What follows belongs to an exercise in optimizing a design on an open flow for small area, a short achievable clock period and few clock cycles per item; a production flow would make more cautious choices. In this exercise RTL edits were held to simulation tests only and were not proved equivalent to the original.

==> design/flow/run.sh <==
#!/bin/bash
# synth_recipe.tcl (not shown) runs the flow's synth.tcl, then flattens the netlist and writes it again
# the make line also repeats each setting of config.mk as NAME=value (left out here)
make -C /OpenROAD-flow-scripts/flow DESIGN_CONFIG=/design/flow/config.mk WORK_HOME=/design/flow/orfs CLKGATE_MAP_FILE= SYNTH_SCRIPT=/design/flow/synth_recipe.tcl finish
==> design/flow/config.mk <==
export PLATFORM = sky130hd
export DESIGN_NAME = wm_block_blender
export DESIGN_NICKNAME = wm_block_blender
export VERILOG_FILES = /design/flow/design.v
export SDC_FILE = /design/flow/constraint.sdc
export NUM_CORES = 4
export LEC_CHECK = 0
export CAP_MARGIN = 20
export CORE_MARGIN = 2
export CORE_UTILIZATION = 40
export SLEW_MARGIN = 20
==> design/flow/constraint.sdc <==
create_clock -name core_clock -period 13.0 [get_ports {clk}]
set_input_delay 2.6000 -clock core_clock [delete_from_list [all_inputs] [get_ports {clk}]]
set_output_delay 2.6000 -clock core_clock [all_outputs]
set_load 0.01 [all_outputs]
==> design/flow/design.v <==
`default_nettype none
module wm_block_blender #(
    parameter  int DATA_W = 8,
    parameter  int MAX_M  = 8,
    localparam int IDX_W  = $clog2(MAX_M * MAX_M)
) (
    input  wire logic              clk,
    input  wire logic              rst,
    input  wire logic [IDX_W-1:0]  cfg_m,
    input  wire logic [DATA_W:0]   cfg_bthr,
    input  wire logic [7:0]        cfg_amin,
    input  wire logic [7:0]        cfg_amax,
    input  wire logic [7:0]        cfg_bmin,
    input  wire logic [7:0]        cfg_bmax,
    input  wire logic              s_valid,
    output logic                   s_ready,
    input  wire logic [DATA_W-1:0] s_data,
    output logic                   m_valid,
    input  wire logic              m_ready,
    output logic [DATA_W-1:0]      m_data,
    output logic                   m_last,
    output logic                   busy,
    output logic                   err
);
    localparam int N_MAX  = MAX_M * MAX_M;
    localparam int ACC_W  = 2 * $clog2(MAX_M) + DATA_W + 2;
    localparam int CNT_W  = $clog2(ACC_W + 1);
    localparam int PROD_W = DATA_W + 10;
    localparam int BL_W   = DATA_W + 9;
    localparam logic [DATA_W-1:0] WHITE = '1;
    localparam logic [DATA_W:0]   MID   = {2'b01, {(DATA_W-1){1'b0}}};
    typedef enum logic [2:0] {IDLE, LOAD_P, LOAD_W, DIV, COEF, OUT} state_t;
    state_t state, state_nx;
    logic [DATA_W-1:0] p_mem [N_MAX];
    logic [DATA_W-1:0] w_mem [N_MAX];
    logic [IDX_W-1:0]  m_reg, idx, col, row;
    logic [IDX_W:0]    n_reg;
    logic [DATA_W:0]   bthr;
    logic [7:0]        amin, amax, bmin, bmax, ak, bk;
    logic [ACC_W-1:0]  sum_p, sum_g, quo_p, quo_g, rem_p, rem_g;
    logic [CNT_W-1:0]  div_cnt;
    logic              armed, err_q;
    logic              xfer_in, xfer_out, cfg_bad, last_idx;
    logic [IDX_W:0]    n_cfg;
    logic [DATA_W:0]   grad;
    logic [ACC_W:0]    trial_p, trial_g, div_x;
    logic              ge_p, ge_g;
    logic [DATA_W:0]   uk, dev;
    logic [PROD_W-1:0] a_prod, b_prod;
    logic [BL_W-1:0]   blend, blend_sh;
    function automatic logic [DATA_W-1:0] absdiff(input logic [DATA_W-1:0] a,
                                                  input logic [DATA_W-1:0] b);
        absdiff = (a > b) ? (a - b) : (b - a);
    endfunction
    always_comb begin
        xfer_in  = s_valid && s_ready;
        xfer_out = m_valid && m_ready;
        n_cfg    = (IDX_W+1)'({1'b0, cfg_m} * {1'b0, cfg_m});
        cfg_bad  = (cfg_m == '0) || (cfg_m > IDX_W'(MAX_M)) ||
                   (cfg_amin > cfg_amax) || (cfg_bmin > cfg_bmax);
        last_idx = ({1'b0, idx} == (n_reg - (IDX_W+1)'(1)));
    end
    always_comb begin
        grad = '0;
        if (col != '0)
            grad = grad + {1'b0, absdiff(s_data, p_mem[idx - IDX_W'(1)])};
        if (row != '0)
            grad = grad + {1'b0, absdiff(s_data, p_mem[idx - m_reg])};
    end
    always_comb begin
        div_x   = (ACC_W+1)'(n_reg);
        trial_p = {rem_p, quo_p[ACC_W-1]};
        trial_g = {rem_g, quo_g[ACC_W-1]};
        ge_p    = (trial_p >= div_x);
        ge_g    = (trial_g >= div_x);
    end
    always_comb begin
        uk     = {1'b0, quo_p[DATA_W-1:0]};
        dev    = (uk >= MID) ? (uk - MID) : (MID - uk);
        a_prod = PROD_W'(amax - amin) * PROD_W'(MID - dev);
        b_prod = PROD_W'(bmax - bmin) * PROD_W'(dev);
    end
    always_comb begin
        blend    = BL_W'(ak) * BL_W'(p_mem[idx]) + BL_W'(bk) * BL_W'(w_mem[idx]);
        blend_sh = blend >> 7;
        m_valid = (state == OUT);
        m_last  = (state == OUT) && last_idx;
        m_data  = '0;
        if (state == OUT)
            m_data = (blend_sh > BL_W'(WHITE)) ? WHITE : blend_sh[DATA_W-1:0];
        s_ready = armed && ((state == IDLE) || (state == LOAD_P) || (state == LOAD_W));
        busy        = (state != IDLE);
        err         = err_q;
    end
    always_ff @(posedge clk or negedge rst) begin
        if (!rst) state <= IDLE;
        else      state <= state_nx;
    end
    always_comb begin
        state_nx = state;
        case (state)
            IDLE:    if (xfer_in && !cfg_bad)
                         state_nx = (n_cfg == (IDX_W+1)'(1)) ? LOAD_W : LOAD_P;
            LOAD_P:  if (xfer_in && last_idx) state_nx = LOAD_W;
            LOAD_W:  if (xfer_in && last_idx) state_nx = DIV;
            DIV:     if (div_cnt == CNT_W'(ACC_W - 1)) state_nx = COEF;
            COEF:    state_nx = OUT;
            OUT:     if (xfer_out && last_idx) state_nx = IDLE;
            default: state_nx = IDLE;
        endcase
    end
    always_ff @(posedge clk) begin
        if (state == IDLE && xfer_in && !cfg_bad) p_mem[0]   <= s_data;
        if (state == LOAD_P && xfer_in)           p_mem[idx] <= s_data;
        if (state == LOAD_W && xfer_in)           w_mem[idx] <= s_data;
    end
    always_ff @(posedge clk or negedge rst) begin
        if (!rst) begin
            armed <= 1'b0;  err_q <= 1'b0;
            m_reg <= '0;    n_reg <= '0;    bthr <= '0;
            amin  <= '0;    amax  <= '0;    bmin <= '0;  bmax <= '0;
            idx   <= '0;    col   <= '0;    row  <= '0;
            sum_p <= '0;    sum_g <= '0;
            quo_p <= '0;    quo_g <= '0;    rem_p <= '0; rem_g <= '0;
            div_cnt <= '0;  ak <= '0;       bk <= '0;
        end else begin
            armed <= 1'b1;
            err_q <= 1'b0;
            case (state)
                IDLE: if (xfer_in) begin
                    m_reg <= cfg_m;    n_reg <= n_cfg;    bthr <= cfg_bthr;
                    amin  <= cfg_amin; amax  <= cfg_amax;
                    bmin  <= cfg_bmin; bmax  <= cfg_bmax;
                    if (cfg_bad) begin
                        err_q <= 1'b1;
                    end else begin
                        sum_p <= ACC_W'(s_data);
                        sum_g <= '0;
                        idx   <= (n_cfg == (IDX_W+1)'(1)) ? '0 : IDX_W'(1);
                        col   <= IDX_W'(1);
                        row   <= '0;
                    end
                end
                LOAD_P: if (xfer_in) begin
                    sum_p <= sum_p + ACC_W'(s_data);
                    sum_g <= sum_g + ACC_W'(grad);
                    idx   <= last_idx ? '0 : idx + IDX_W'(1);
                    if (col == m_reg - IDX_W'(1)) begin
                        col <= '0;
                        row <= row + IDX_W'(1);
                    end else begin
                        col <= col + IDX_W'(1);
                    end
                end
                LOAD_W: if (xfer_in) begin
                    if (last_idx) begin
                        idx     <= '0;
                        quo_p   <= sum_p;  quo_g <= sum_g;
                        rem_p   <= '0;     rem_g <= '0;
                        div_cnt <= '0;
                    end else begin
                        idx <= idx + IDX_W'(1);
                    end
                end
                DIV: begin
                    rem_p   <= ge_p ? ACC_W'(trial_p - div_x) : ACC_W'(trial_p);
                    rem_g   <= ge_g ? ACC_W'(trial_g - div_x) : ACC_W'(trial_g);
                    quo_p   <= {quo_p[ACC_W-2:0], ge_p};
                    quo_g   <= {quo_g[ACC_W-2:0], ge_g};
                    div_cnt <= div_cnt + CNT_W'(1);
                end
                COEF: begin
                    if (quo_g >= ACC_W'(bthr)) begin
                        ak <= amax;
                        bk <= bmin;
                    end else begin
                        ak <= 8'(PROD_W'(amin) + (a_prod >> (DATA_W - 1)));
                        bk <= 8'(PROD_W'(bmin) + (b_prod >> (DATA_W - 1)));
                    end
                end
                OUT: if (xfer_out) idx <= last_idx ? '0 : idx + IDX_W'(1);
                default: ;
            endcase
        end
    end
endmodule
`default_nettype wire
==> reports/summary.md <==
- worst clock skew: 0.0641 ns
- hold path startpoint: row[5]$_DFFE_PN0P_
- Hold Vio Cnt, Final: 0
- clock root cell: sky130_fd_sc_hd__clkbuf_16
- synth unique cells: 88
- average size of a mapped cell: 13.4 sq um
- largest net degree at the start of global routing: 97
- total number of vias: 47100
- drc violations: 0
- RSZ-0062 raised after global routing: no
- sinks on the clock net: 1216
- area of the core: 171000 sq um
- synthesis-to-layout area growth: 12.3%
- CP required: 10.40 ns
- met2 Use GR: 37.5%
- met3 Resource Use GR: 6.60%
- row count: 152
- die extent in x: 419 um
- CTS hold repair buffers: 0
- largest registers in the final layout: p_mem: 512 flops, w_mem: 512 flops
- Critical Path Start: idx[1]$_DFFE_PN0P_
- fin. max-slew vios: 0
- post-placement cell area: 72700 sq um
- via count normalized by instance count: 6.17
- number of storage elements in the synthesis netlist: 1216
- number of antenna violations at the first check in global routing: 18
- setup total negative slack: 0 ns
- drt first-iter violations: 6305
- remaining antenna violation count after routing: 0
- most numerous cell in the Yosys netlist: sky130_fd_sc_hd__edfxtp_1
- Mapped Area: 68800 sq um
- count of warnings emitted by yosys: 1
- class of the most critical hold timing path: register to register
- type of the worst setup path: register to primary output
- Largest stage delay, worst path: 0.79 ns
- number of cells after detailed placement: 7388
- kind of capture point of the worst setup path: primary output
- most used flip-flop cell after synthesis: sky130_fd_sc_hd__edfxtp_1
- number of global-route vias before repair: 47100
- number of enable-type register cells in the synthesized netlist: 1024
- nature of the critical path startpoint: register
- insertion delay to the later sink of the worst-skew pair: 0.80 ns
- final setup slack of the worst path: 0.328 ns
- Least-Margin Pin Slew: 1.25 ns
- cell with the largest stage delay on the worst path: sky130_fd_sc_hd__nor4_1
- layout cells sized above 1: 14.9%
- number of filler cells placed in the layout: 15200
- final cell count without fillers: 7639
- Util after Layout: 45.1%
- outcome: complete, no violations
- Ports: 72
- Die Footprint: 175000 sq um
- wire length of the first global-routing pass: 320 mm
- TritonCTS clock tree: built
- M1 GR Usage: 33.5%
- Overflow after GRT: 0
- WL per Instance: 28.5 um
- final critical delay including setup and external delays: 12.67 ns
- die height: 419 um
- beginning of the worst register-to-register path: idx[0]$_DFFE_PN0P_
- RePlAce Congestion: 0.926
- count of endpoints failing setup in the final report: 0
- highest attainable clock frequency: 78.9 MHz
- total iterations of the first detailed-routing run: 9
- Max H-tree Level: 4
- fraction of registers with async set or reset after synthesis: 15.8%
- cell type with the highest aggregate area in the netlist: sky130_fd_sc_hd__edfxtp_1
- Period Utilization, post-route: 97.5%
- critical path's most frequent cell: sky130_fd_sc_hd__fa_1
- sum of routed wire length over all layers: 217 mm
- number of buffers between clock root and the deepest sink: 3
- initial standard-cell utilization of the core: 40.2%
- worst path arrival time: 10.07 ns
- HPWL after detailed placement: 147 mm
- count of buffers from port buffering: 71
- max-slew headroom at the worst pin: 16.5%
- fraction of synthesized cell area taken by the top area cell type: 44.7%
- Num CTS Buffers: 134
- final design area excluding fillers: 77300 sq um
- sequential-to-total area share from yosys stat: 51.7%
- Worst Path Max Fanout: 34
- Setup WS pre-CTS: 0.876 ns
- number of maximum-capacitance constraint violations: 0
- Syn Inst Count: 5153
- main area contributors after synthesis: sky130_fd_sc_hd__edfxtp_1, sky130_fd_sc_hd__mux4_2, sky130_fd_sc_hd__dfrtp_1
- post-CTS clock slew at the launch and capture registers of the worst setup and hold paths: 0.06 ns
- overall fraction of global-route tracks in use: 24.7%
- final-layout worst hold slack: 0.476 ns
- # nets final: 5762
- commonest cells in the netlist: sky130_fd_sc_hd__edfxtp_1, sky130_fd_sc_hd__inv_1, sky130_fd_sc_hd__mux4_2
- gr busiest metal: met2
-- final cells by class --
| type | count | area, sq um | share of cell area, % |
|---|---|---|---|
| Sequential cell | 1216 | 35600 | 46.0 |
| Multi-Input combinational cell | 3245 | 30800 | 39.9 |
| Clock buffer | 161 | 3490 | 4.52 |
| Tap cell | 2310 | 2890 | 3.74 |
| Timing Repair Buffer | 213 | 1960 | 2.54 |
| Inverter | 407 | 1530 | 1.98 |
| Clock inverter | 79 | 987 | 1.28 |
| Antenna cell | 8 | 20.0 | 0.0259 |
-- final timing paths --
| kind | endpoint | slack [ns] | depth (start not counted) |
|---|---|---|---|
| max | m_data[7] | 0.33 | 28 |
| min in group asynchronous | bthr[2]$_DFFE_PN0P_ | 1.84 | 1 |
| max in group asynchronous | idx[2]$_DFFE_PN0P_ | 8.90 | 3 |
| min reg2reg | row[5]$_DFFE_PN0P_ | 0.48 | 1 |
| min | row[5]$_DFFE_PN0P_ | 0.48 | 1 |
| max reg2reg | sum_g[12]$_DFFE_PN0P_ | 2.79 | 31 |
-- logic make-up after synthesis --
| group | count (synthesis) | synth area share [%] |
|---|---|---|
| xor+xnor | 174 | 2.30 |
| fa+ha+maj | 486 | 11.2 |
| mux | 421 | 12.5 |
| compound gates | 1114 | 11.2 |
| other cells | 2 | 0.0109 |
| buf+inv | 697 | 3.96 |
| flops | 1216 | 51.7 |
| simple gates | 1043 | 7.19 |
-- layout by cell type (no fill, tap or decap), types with 15 or more instances in the layout --
cell type / n
sky130_fd_sc_hd__a21o_1: 38
sky130_fd_sc_hd__a21oi_1: 132
sky130_fd_sc_hd__a221oi_1: 82
sky130_fd_sc_hd__a22o_1: 75
sky130_fd_sc_hd__a22oi_1: 316
sky130_fd_sc_hd__a31oi_1: 80
sky130_fd_sc_hd__a41oi_1: 28
sky130_fd_sc_hd__and2_1: 39
sky130_fd_sc_hd__and3_1: 22
sky130_fd_sc_hd__buf_12: 15
sky130_fd_sc_hd__buf_4: 132
sky130_fd_sc_hd__clkbuf_1: 23
sky130_fd_sc_hd__clkbuf_16: 134
sky130_fd_sc_hd__clkdlybuf4s50_1: 62
sky130_fd_sc_hd__clkinv_1: 16
sky130_fd_sc_hd__clkinv_2: 30
sky130_fd_sc_hd__dfrtp_1: 189
sky130_fd_sc_hd__edfxtp_1: 1024
sky130_fd_sc_hd__fa_1: 218
sky130_fd_sc_hd__ha_1: 265
sky130_fd_sc_hd__inv_1: 406
sky130_fd_sc_hd__mux2_2: 15
sky130_fd_sc_hd__mux2i_1: 59
sky130_fd_sc_hd__mux4_2: 346
sky130_fd_sc_hd__nand2_1: 307
sky130_fd_sc_hd__nand2b_1: 49
sky130_fd_sc_hd__nand3_1: 45
sky130_fd_sc_hd__nand4_1: 33
sky130_fd_sc_hd__nor2_1: 296
sky130_fd_sc_hd__nor2_2: 21
sky130_fd_sc_hd__nor2b_1: 95
sky130_fd_sc_hd__nor3_1: 38
sky130_fd_sc_hd__nor4_1: 19
sky130_fd_sc_hd__o21a_1: 18
sky130_fd_sc_hd__o21ai_0: 212
sky130_fd_sc_hd__o21bai_1: 15
sky130_fd_sc_hd__o22ai_1: 25
sky130_fd_sc_hd__or4_1: 17
sky130_fd_sc_hd__xnor2_1: 113
sky130_fd_sc_hd__xor2_1: 52
-- metal layers --
layer | share of wire, % | wire [um] | vias up
li1 | - | - | 19800
met1 | 39 | 85700 | 23800
met2 | 45 | 97700 | 2966
met3 | 11 | 24500 | 543
met4 | 4.4 | 9480 | 12
met5 | 0.040 | 86 | -
-- repair_timing --
item                       CTS  global route
setup endpoints to repair    0             8
resized for setup            0             2
buffers inserted             0             1
-- worst max-delay path: cells and delay by family (launching register included) --
kind / cells / cell delay, ns
flip-flops: 1 / 0.67
AND/OR/NAND/NOR: 6 / 2.02
adder cells (fa/ha/maj): 7 / 3.26
AO/OA/AOI/OAI: 9 / 2.13
buffers and inverters: 6 / 1.19
Testbench counts, summed over its fixed seeds: cycles 27,132, items 7,956.

-- static timing again, ports no longer ideal --
The results above use ideal ports. As a check the final layout listed here was re-extracted and re-timed, cells and wires unchanged. Step 1, drivers: a clkbuf_16 drives clk and a buf_2 each remaining input, both assumed. Step 2 also shifts input and output timing later by t, the mid clock arrival at the registers, as if the neighbouring blocks saw the same clock. Slacks: ideal ports / drivers / drivers and shift; pairs: ideal ports / drivers.
t, ns: 0.849
setup slack, ns: 0.328 / 0.242 / 1.091
worst setup path after step 2: register to output
After both steps this run still meets setup and hold. The setup slack of this run moves by -0.086 ns with the drivers and by +0.763 ns with both steps.
